This design comes from an exercise in tuning for small area and a short achievable clock period on the open sky130 flow, not from production work.
The RTL was checked by simulation tests, not by an equivalence proof against the original design.
No driver is modelled on the clock port, so clocking that relies on it looks cheaper here than on a real chip.
Power is estimated from default activity; no workload was simulated.

// bus_slave
module bus_slave (
    input  logic CLK,
    input  logic RSTN,
    input  logic B_UTIL,
    input  logic B_RW,
    input  logic B_BUS_IN,
    output logic S_ACK,
    output logic S_BUS_OUT,
    output logic S_BSY
);
For scale: about 2800 cells after synthesis, ~2200 flip-flops, roughly 8 I/O pins.
==> flow/config.mk <==
export PLATFORM = sky130hd
export DESIGN_NAME = bus_slave
export DESIGN_NICKNAME = bus_slave
export VERILOG_FILES = /design/flow/design.v
export SDC_FILE = /design/flow/constraint.sdc
export NUM_CORES = 4
export LEC_CHECK = 0
export CAP_MARGIN = 20
export CORE_MARGIN = 2
export CORE_UTILIZATION = 70
export SETUP_SLACK_MARGIN = 2.4
export SLEW_MARGIN = 20
==> flow/constraint.sdc <==
create_clock -name core_clock -period 4.0 [get_ports {CLK}]
set_input_delay 0.8000 -clock core_clock [delete_from_list [all_inputs] [get_ports {CLK}]]
set_output_delay 0.8000 -clock core_clock [all_outputs]
set_load 0.01 [all_outputs]
standard.sh (not shown) runs the stock make flow with config.mk's settings and CLKGATE_MAP_FILE= SYNTH_SCRIPT=/design/flow/synth_recipe.tcl, a recipe that flattens the netlist after the stock synthesis.
==> flow/flow/run.sh <==
#!/bin/bash
# The standard layout with a faster clock tree: clock tree synthesis builds
# clkbuf_8 leaf buffers as usual, then flow/post_cts.tcl turns its root and its
# first tree level into inverters (four root inverters fed by the clock port)
# and runs the post-CTS timing repair on that final tree.
set -euo pipefail
here=$(pwd)
export CTS_ARGS="-sink_clustering_enable -repair_clock_nets -dont_use_dummy_load -sink_clustering_size 16 -sink_clustering_max_diameter 60 -buf_list {sky130_fd_sc_hd__clkbuf_8 sky130_fd_sc_hd__clkbuf_16} -root_buf sky130_fd_sc_hd__clkbuf_16 -tree_buf sky130_fd_sc_hd__clkbuf_16 -sink_clustering_buffer sky130_fd_sc_hd__clkbuf_8"
export POST_CTS_TCL="$here/flow/post_cts.tcl"
export SKIP_CTS_REPAIR_TIMING=1
bash standard.sh > "$here/standard_flow.log" 2>&1
==> flow/flow/post_cts.tcl <==
# Runs after clock tree synthesis (POST_CTS_TCL). Clock tree synthesis builds a
# root buffer driving one level of tree buffers, which drive the leaf buffers.
# This turns the root and the tree level into inverters (two inversions, so the
# registers still see the clock's rising edge): the root becomes four inverters
# fed by the clock port, each driving the tree inverters of one quarter of the
# core. Inverters are single-stage cells, so the insertion delay shrinks, and the
# tree stays balanced: every register is three cells from the clock port.
proc replace_with { inst master_name } {
  set block [ord::get_db_block]
  set master [[ord::get_db] findMaster $master_name]
  set in [[$inst findITerm A] getNet]
  set out ""
  foreach it [$inst getITerms] { if { [[$it getMTerm] getIoType] eq "OUTPUT" } { set out [$it getNet] } }
  set loc [$inst getLocation]
  set name [$inst getName]
  odb::dbInst_destroy $inst
  set ni [odb::dbInst_create $block $master $name]
  $ni setLocation [lindex $loc 0] [lindex $loc 1]
  $ni setPlacementStatus PLACED
  $ni setSourceType TIMING
  [$ni findITerm A] connect $in
  foreach it [$ni getITerms] { if { [[$it getMTerm] getIoType] eq "OUTPUT" } { $it connect $out } }
  return $ni
}

proc invert_clock_tree { nroot root_master tree_master } {
  set block [ord::get_db_block]
  set master [[ord::get_db] findMaster $root_master]
  set clk [$block findNet CLK]
  set its [$clk getITerms]
  if { [llength $its] != 1 } { error "invert_clock_tree: CLK drives [llength $its] pins" }
  set root [[lindex $its 0] getInst]
  set rootnet ""
  foreach it [$root getITerms] { if { [[$it getMTerm] getIoType] eq "OUTPUT" } { set rootnet [$it getNet] } }
  set pts {}
  foreach it [$rootnet getITerms] {
    set t [$it getInst]
    if { $t eq $root } { continue }
    set bb [$t getBBox]
    lappend pts [list [expr {([$bb xMin] + [$bb xMax]) / 2}] [expr {([$bb yMin] + [$bb yMax]) / 2}] $t]
  }
  set groups [list $pts]
  set axis 0
  while { [llength $groups] < $nroot } {
    set ng {}
    foreach g $groups {
      set s [lsort -integer -index $axis $g]
      set h [expr {[llength $s] / 2}]
      lappend ng [lrange $s 0 [expr {$h - 1}]] [lrange $s $h end]
    }
    set groups $ng
    set axis [expr {1 - $axis}]
  }
  set k 0
  foreach g $groups {
    set sx 0; set sy 0
    foreach p $g { incr sx [lindex $p 0]; incr sy [lindex $p 1] }
    set cx [expr {$sx / [llength $g]}]; set cy [expr {$sy / [llength $g]}]
    set inst [odb::dbInst_create $block $master "clkroot_$k"]
    $inst setLocation $cx $cy
    $inst setPlacementStatus PLACED
    $inst setSourceType TIMING
    set net [odb::dbNet_create $block "clknet_root_$k"]
    $net setSigType CLOCK
    [$inst findITerm A] connect $clk
    foreach it [$inst getITerms] { if { [[$it getMTerm] getIoType] eq "OUTPUT" } { $it connect $net } }
    foreach p $g {
      set t [replace_with [lindex $p 2] $tree_master]
      set a [$t findITerm A]
      $a disconnect
      $a connect $net
    }
    puts "invert_clock_tree: clkroot_$k at ($cx $cy) drives [llength $g] tree inverters"
    incr k
  }
  odb::dbInst_destroy $root
  odb::dbNet_destroy $rootnet
}

invert_clock_tree 4 sky130_fd_sc_hd__inv_16 sky130_fd_sc_hd__inv_8
detailed_placement
estimate_parasitics -placement
# The timing repair that cts.tcl runs after clock tree synthesis is skipped
# (SKIP_CTS_REPAIR_TIMING=1 in run.sh) and run here instead, on the final tree.
repair_timing_helper
detailed_placement
check_placement -verbose
estimate_parasitics -placement
report_clock_skew
report_worst_slack -max
report_worst_slack -min
==> next run, changes <==
==> flow/flow/run.sh (replaced) <==
#!/bin/bash
# The standard layout with a faster clock tree: clock tree synthesis builds
# clkbuf_4 leaf buffers as usual, then flow/post_cts.tcl turns its root and its
# first tree level into inverters (four root inverters fed by the clock port).
set -euo pipefail
here=$(pwd)
export CTS_ARGS="-sink_clustering_enable -repair_clock_nets -sink_clustering_size 10 -sink_clustering_max_diameter 40 -buf_list {sky130_fd_sc_hd__clkbuf_4 sky130_fd_sc_hd__clkbuf_16} -root_buf sky130_fd_sc_hd__clkbuf_16 -tree_buf sky130_fd_sc_hd__clkbuf_16 -sink_clustering_buffer sky130_fd_sc_hd__clkbuf_4"
export POST_CTS_TCL="$here/flow/post_cts.tcl"
bash standard.sh > "$here/standard_flow.log" 2>&1
--- a/flow/flow/post_cts.tcl
+++ b/flow/flow/post_cts.tcl
@@ -81,7 +81,2 @@
 detailed_placement
-estimate_parasitics -placement
-# The timing repair that cts.tcl runs after clock tree synthesis is skipped
-# (SKIP_CTS_REPAIR_TIMING=1 in run.sh) and run here instead, on the final tree.
-repair_timing_helper
-detailed_placement
 check_placement -verbose
Settings changed: CORE_UTILIZATION 70 to 75.
Outcome:
- The changed run finished clean
- combinational power shrinks by a few percent
- wire length is higher by a little under a tenth
- synthesized area stays the same
- via count is higher by a few percent
- total power increases slightly
- synthesized cell count is unchanged
- design area is about the same
- register-to-register slack is worse by 0.05 ns
- clock power went up by a few percent
- final cell count rises slightly
==> next run, changes <==
==> flow/flow/run.sh (replaced) <==
#!/bin/bash
# The standard layout with a faster clock tree: clock tree synthesis builds
# clkbuf_8 leaf buffers as usual, then flow/post_cts.tcl turns its root and its
# first tree level into inverters (four root inverters fed by the clock port).
set -euo pipefail
here=$(pwd)
export CTS_ARGS="-sink_clustering_enable -repair_clock_nets -sink_clustering_size 16 -sink_clustering_max_diameter 60 -buf_list {sky130_fd_sc_hd__clkbuf_8 sky130_fd_sc_hd__clkbuf_16} -root_buf sky130_fd_sc_hd__clkbuf_16 -tree_buf sky130_fd_sc_hd__clkbuf_16 -sink_clustering_buffer sky130_fd_sc_hd__clkbuf_8"
export POST_CTS_TCL="$here/flow/post_cts.tcl"
bash standard.sh > "$here/standard_flow.log" 2>&1
Settings changed: CORE_UTILIZATION 75 to 70.
What happened: The new run produced a clean layout. Design area is higher by 0.85%. Sequential power hardly moves. Global-route usage is lower by 3.2 points.
==> next run, changes <==
Settings changed: CORE_UTILIZATION 70 to 75, SETUP_SLACK_MARGIN 2.4 to 2.3.
The changed run finished with timing, DRC and antenna clean.
Die area is lower by 6.6%.
Sequential power barely changes.
Via count barely changes.
Design area is lower by 1.1%.
Sequential share of layout area is higher by 0.88 points.
==> next run, changes <==
Settings changed: SETUP_SLACK_MARGIN 2.3 to 2.4.
What happened:
- The changed run finished with timing, DRC and antenna clean
- sequential cell count is unchanged
- die area does not change
- via count rises by 1.3%
- clock power came out higher by about 2%
- design area climbs by about 1%
- global-route usage rises by 0.78 points
- power increases by 1.6%
- core utilization increases by 0.84 points
- critical path depth goes down by 4
- fmax rises by about 3%
- register-to-register slack gains 0.08 ns
==> next run, changes <==
--- a/flow/flow/run.sh
+++ b/flow/flow/run.sh
@@ -3,3 +3,4 @@
 # clkbuf_8 leaf buffers as usual, then flow/post_cts.tcl turns its root and its
-# first tree level into inverters (four root inverters fed by the clock port).
+# first tree level into inverters (four root inverters fed by the clock port)
+# and runs the post-CTS timing repair on that final tree.
 set -euo pipefail
@@ -8,2 +9,3 @@
 export POST_CTS_TCL="$here/flow/post_cts.tcl"
+export SKIP_CTS_REPAIR_TIMING=1
 bash standard.sh > "$here/standard_flow.log" 2>&1
--- a/flow/flow/post_cts.tcl
+++ b/flow/flow/post_cts.tcl
@@ -81,2 +81,7 @@
 detailed_placement
+estimate_parasitics -placement
+# The timing repair that cts.tcl runs after clock tree synthesis is skipped
+# (SKIP_CTS_REPAIR_TIMING=1 in run.sh) and run here instead, on the final tree.
+repair_timing_helper
+detailed_placement
 check_placement -verbose
Settings changed: CORE_UTILIZATION 75 to 70.
Effect: The new run produced a clean layout; area after synthesis is unchanged; register-to-register slack is about the same; cell area is about the same; first-iteration DRC count falls by 8.2%; final cell count rises by 1.8%; die area rises by 7.0%; global-route usage falls by 3.1 points; power falls by 1.0%; routed wire length falls by 6.3%; synthesized cell count does not change.

== maple ==
bus_slave, a different RTL version from the one above (not shown whole).
For scale: ~2200 flip-flops, about 8 I/O pins.
export LEC_CHECK = 0
export CAP_MARGIN = 20
export CORE_MARGIN = 2
export CORE_UTILIZATION = 70
export SETUP_SLACK_MARGIN = 2.4
export SLEW_MARGIN = 20
create_clock -name core_clock -period 4.0 [get_ports {CLK}]
==> flow/flow/run.sh <==
#!/bin/bash
# The standard layout with a faster clock tree: clock tree synthesis builds
# clkbuf_8 leaf buffers as usual, then flow/post_cts.tcl turns its root and its
# first tree level into inverters (four root inverters fed by the clock port).
# flow/pre_cts.tcl sets the output port buffers to buf_2 and keeps them so.
set -euo pipefail
here=$(pwd)
export CTS_ARGS="-sink_clustering_enable -repair_clock_nets -dont_use_dummy_load -sink_clustering_size 16 -sink_clustering_max_diameter 60 -buf_list {sky130_fd_sc_hd__clkbuf_8 sky130_fd_sc_hd__clkbuf_16} -root_buf sky130_fd_sc_hd__clkbuf_16 -tree_buf sky130_fd_sc_hd__clkbuf_16 -sink_clustering_buffer sky130_fd_sc_hd__clkbuf_8"
export PRE_CTS_TCL="$here/flow/pre_cts.tcl"
export POST_CTS_TCL="$here/flow/post_cts.tcl"
bash standard.sh > "$here/standard_flow.log" 2>&1
==> flow/flow/pre_cts.tcl <==
# Runs before clock tree synthesis (PRE_CTS_TCL). Sets the buffers on the output
# ports to buf_2 and keeps them so: later timing repair tends to upsize them, and
# a larger buffer's input load slows the flip-flop that drives it by more than the
# larger buffer gains on the 0.01 pF port load.
set block [ord::get_db_block]
set buf2 [[ord::get_db] findMaster sky130_fd_sc_hd__buf_2]
foreach port {S_ACK S_BUS_OUT S_BSY} {
  set net [[$block findBTerm $port] getNet]
  foreach it [$net getITerms] {
    set inst [$it getInst]
    puts "pre_cts: [$inst getName] [[$inst getMaster] getName] -> buf_2, dont_touch"
    $inst swapMaster $buf2
    $inst setDoNotTouch 1
  }
}
Other scripts of this flow, unchanged in this note and not shown: flow/flow/post_cts.tcl
#### Input delta (tundra over maple)
--- a/flow/flow/run.sh
+++ b/flow/flow/run.sh
@@ -3,5 +3,5 @@
 # clkbuf_8 leaf buffers as usual, then flow/post_cts.tcl turns its root and its
 # first tree level into inverters (four root inverters fed by the clock port).
-# flow/pre_cts.tcl sets the output port buffers to buf_2 and keeps them so.
+# flow/pre_cts.tcl keeps the output port buffers at their placement size.
 set -euo pipefail
 here=$(pwd)
==> flow/flow/pre_cts.tcl <==
# Runs before clock tree synthesis (PRE_CTS_TCL). Keeps the buffers on the output
# ports at the size the placement step gave them (buf_2): later timing repair
# tends to upsize them, and a larger buffer's input load slows the flip-flop that
# drives it by more than the larger buffer gains.
foreach port {S_ACK S_BUS_OUT S_BSY} {
  foreach pin [get_pins -of_objects [get_nets -of_objects [get_ports $port]]] {
    set inst [get_cells -of_objects $pin]
    puts "pre_cts: dont_touch [get_full_name $inst] ([get_property $inst ref_name])"
    set_dont_touch $inst
  }
}
Findings:
The log for tundra ends in clock tree synthesis with error STA-0100, so the run never completed. From maple to tundra, area of placed instances did not move at all. Per the comparison of tundra with maple, placement row count barely changed, synthesized instance count has remained practically unchanged. From maple to tundra the numbers moved as follows: total standard cell area after synthesis essentially unchanged; detailed placement HPWL essentially unchanged; pre-CTS setup slack essentially unchanged. Looking at maple and tundra, the top-level I/O count is a wash. Diff maple -> tundra: fraction of the mapped netlist area in adder cells ~0 delta, y dimension of the die was more or less identical, number of port buffers has remained practically unchanged.
### tundra -> fjord
==> flow/flow/run.sh <==
#!/bin/bash
# The standard layout with a faster clock tree: clock tree synthesis builds
# clkbuf_8 leaf buffers as usual, then flow/post_cts.tcl turns its root and its
# first tree level into inverters (four root inverters fed by the clock port).
set -euo pipefail
here=$(pwd)
export CTS_ARGS="-sink_clustering_enable -repair_clock_nets -dont_use_dummy_load -sink_clustering_size 16 -sink_clustering_max_diameter 60 -buf_list {sky130_fd_sc_hd__clkbuf_8 sky130_fd_sc_hd__clkbuf_16} -root_buf sky130_fd_sc_hd__clkbuf_16 -tree_buf sky130_fd_sc_hd__clkbuf_16 -sink_clustering_buffer sky130_fd_sc_hd__clkbuf_8"
export POST_CTS_TCL="$here/flow/post_cts.tcl"
bash standard.sh > "$here/standard_flow.log" 2>&1
removed: flow/flow/pre_cts.tcl
==> comparison <==
- fjord completed end to end with timing, DRC and antenna clean.
- Run status, tundra: aborted in clock tree synthesis, error STA-0100
- From tundra to fjord, number of placed instances, taps included did not move at all.
- As far as die width goes, tundra and fjord are indistinguishable; the numbers are identical.
- As far as number of rows in the core area goes, tundra and fjord are indistinguishable; the numbers are identical.
- fjord -> tundra: top-level port count delta 0, exact match
Input changes introduced in amber (baseline for comparison: fjord):
==> flow/flow/run.sh <==
#!/bin/bash
# The standard layout with a faster clock tree: clock tree synthesis builds
# clkbuf_8 leaf buffers as usual, then flow/post_cts.tcl turns its root and its
# first tree level into inverters (four root inverters fed by the clock port).
set -euo pipefail
here=$(pwd)
export CTS_ARGS="-sink_clustering_enable -repair_clock_nets -sink_clustering_size 16 -sink_clustering_max_diameter 60 -buf_list {sky130_fd_sc_hd__clkbuf_8 sky130_fd_sc_hd__clkbuf_16} -root_buf sky130_fd_sc_hd__clkbuf_16 -tree_buf sky130_fd_sc_hd__clkbuf_16 -sink_clustering_buffer sky130_fd_sc_hd__clkbuf_8"
export POST_CTS_TCL="$here/flow/post_cts.tcl"
bash standard.sh > "$here/standard_flow.log" 2>&1
- fjord: PASS, flow complete, no timing, DRC or antenna violations
- amber did not stop at any stage, and its layout met the timing, design-rule and antenna checks.
- Utilization for amber is higher than for fjord.
- There was hardly any difference in actual transition at the worst max-transition pin between fjord and amber.
- Looking at routed wire length across amber and fjord, the one that comes out lower is fjord.
- Any difference in clock network latency to the later pin of the worst-skew pair between amber and fjord is small enough to ignore.
- Across both runs, sequential share of power was lower for amber than for fjord.
- On register-to-register slack, fjord tracks amber almost exactly.
- amber supports a lower top clock frequency than fjord.
- | number of logic stages on the critical path including buffering | higher: fjord |
- Against fjord, amber comes in 7.6 ps higher on minimum period implied by the final worst setup slack.
- amber gives less fraction of standard cell area that is sequential than fjord did.
--- input diff amber..zinc ---
==> flow/flow/run.sh <==
#!/bin/bash
# The standard layout with a faster clock tree: clock tree synthesis builds
# clkbuf_8 leaf buffers as usual, then flow/post_cts.tcl turns its root and its
# first tree level into inverters (four root inverters fed by the clock port).
# flow/pre_cts.tcl keeps the output port buffers at their placement size.
set -euo pipefail
here=$(pwd)
export CTS_ARGS="-sink_clustering_enable -repair_clock_nets -dont_use_dummy_load -sink_clustering_size 16 -sink_clustering_max_diameter 60 -buf_list {sky130_fd_sc_hd__clkbuf_8 sky130_fd_sc_hd__clkbuf_16} -root_buf sky130_fd_sc_hd__clkbuf_16 -tree_buf sky130_fd_sc_hd__clkbuf_16 -sink_clustering_buffer sky130_fd_sc_hd__clkbuf_8"
export PRE_CTS_TCL="$here/flow/pre_cts.tcl"
export POST_CTS_TCL="$here/flow/post_cts.tcl"
bash standard.sh > "$here/standard_flow.log" 2>&1
==> flow/flow/pre_cts.tcl (new file) <==
# Runs before clock tree synthesis (PRE_CTS_TCL). Keeps the buffers on the output
# ports at the size the placement step gave them: later timing repair tends to
# upsize them, and a larger buffer's input load slows the flip-flop that drives it
# by more than the larger buffer gains.
set block [ord::get_db_block]
foreach port {S_ACK S_BUS_OUT S_BSY} {
  set net [[$block findBTerm $port] getNet]
  foreach it [$net getITerms] {
    set inst [$it getInst]
    puts "pre_cts: dont_touch [$inst getName] ([[$inst getMaster] getName])"
    $inst setDoNotTouch 1
  }
}
==> comparison <==
- Per the final summary, zinc finished and its layout is clean on timing, DRC and antenna.
- Normalized max-slew margin delta for zinc relative to amber: 3.6 points higher
- Delta(post-layout worst setup margin, zinc - amber) < 0
- Compared with amber, zinc shows per-cell via count in the routed design higher by 0.44%.
- zinc vs amber — final total power dropped about 1.2%.
- Against amber as the reference, zinc delivers a lower total inserted antenna cells.
- In zinc the minimum hold slack turned out 32 ps lower than in amber.
- Summary of the comparison: area growth from synthesis to layout is lower in zinc, relative to amber.
- zinc against amber: sum of routed wire length over all layers essentially unchanged, sequential share of layout area increased 0.41 points, maximum frequency decreased 17%.
- When zinc is measured against amber, its count of filler cells inserted in the layout turns out about 0.45% higher.

## static timing again, ports no longer ideal
No port has a modelled driver above. Below, the same layouts with a new extraction and two added sets of constraints. Step 1 sets driving cells, clkbuf_16 on the clock port and buf_2 on the other inputs (assumed; they add their load-dependent delay and slew). Step 2 adds t to the input delays and takes it off the output delays; t is the mean of the earliest and latest rising clock arrival at the registers after step 1. Input paths then give back, and output paths get back, about the clock's delay inside the block. Slacks: ideal ports / drivers / drivers and shift; pairs: ideal ports / drivers.
| run | shift t [ns] | slack for setup (ns) | worst setup path after step 2 |
|---|---|---|---|
| the first run of note 1 | 0.547 | 2.318 / 2.109 / 2.234 | input to register |
| the second run of note 1 | 0.593 | 2.269 / 2.042 / 2.131 | input to register |
| the third run of note 1 | 0.566 | 2.328 / 2.103 / 2.303 | input to register |
| the fourth run of note 1 | 0.566 | 2.257 / 2.096 / 2.013 | input to register |
| the fifth run of note 1 | 0.579 | 2.309 / 2.081 / 2.246 | input to register |
| the sixth run of note 1 | 0.570 | 2.322 / 2.095 / 2.249 | input to register |
| maple | 0.555 | 2.318 / 2.119 / 2.146 | input to register |
| fjord | 0.555 | 2.320 / 2.116 / 2.143 | input to register |
| amber | 0.577 | 2.312 / 2.089 / 2.159 | input to register |
| zinc | 0.557 | 1.975 / 1.746 / 2.146 | input to register |
After both steps every run listed still meets setup and hold. For the fourth run of note 1, which loses most, drivers alone change the setup slack by -0.161 ns; drivers and shift together by -0.244 ns.
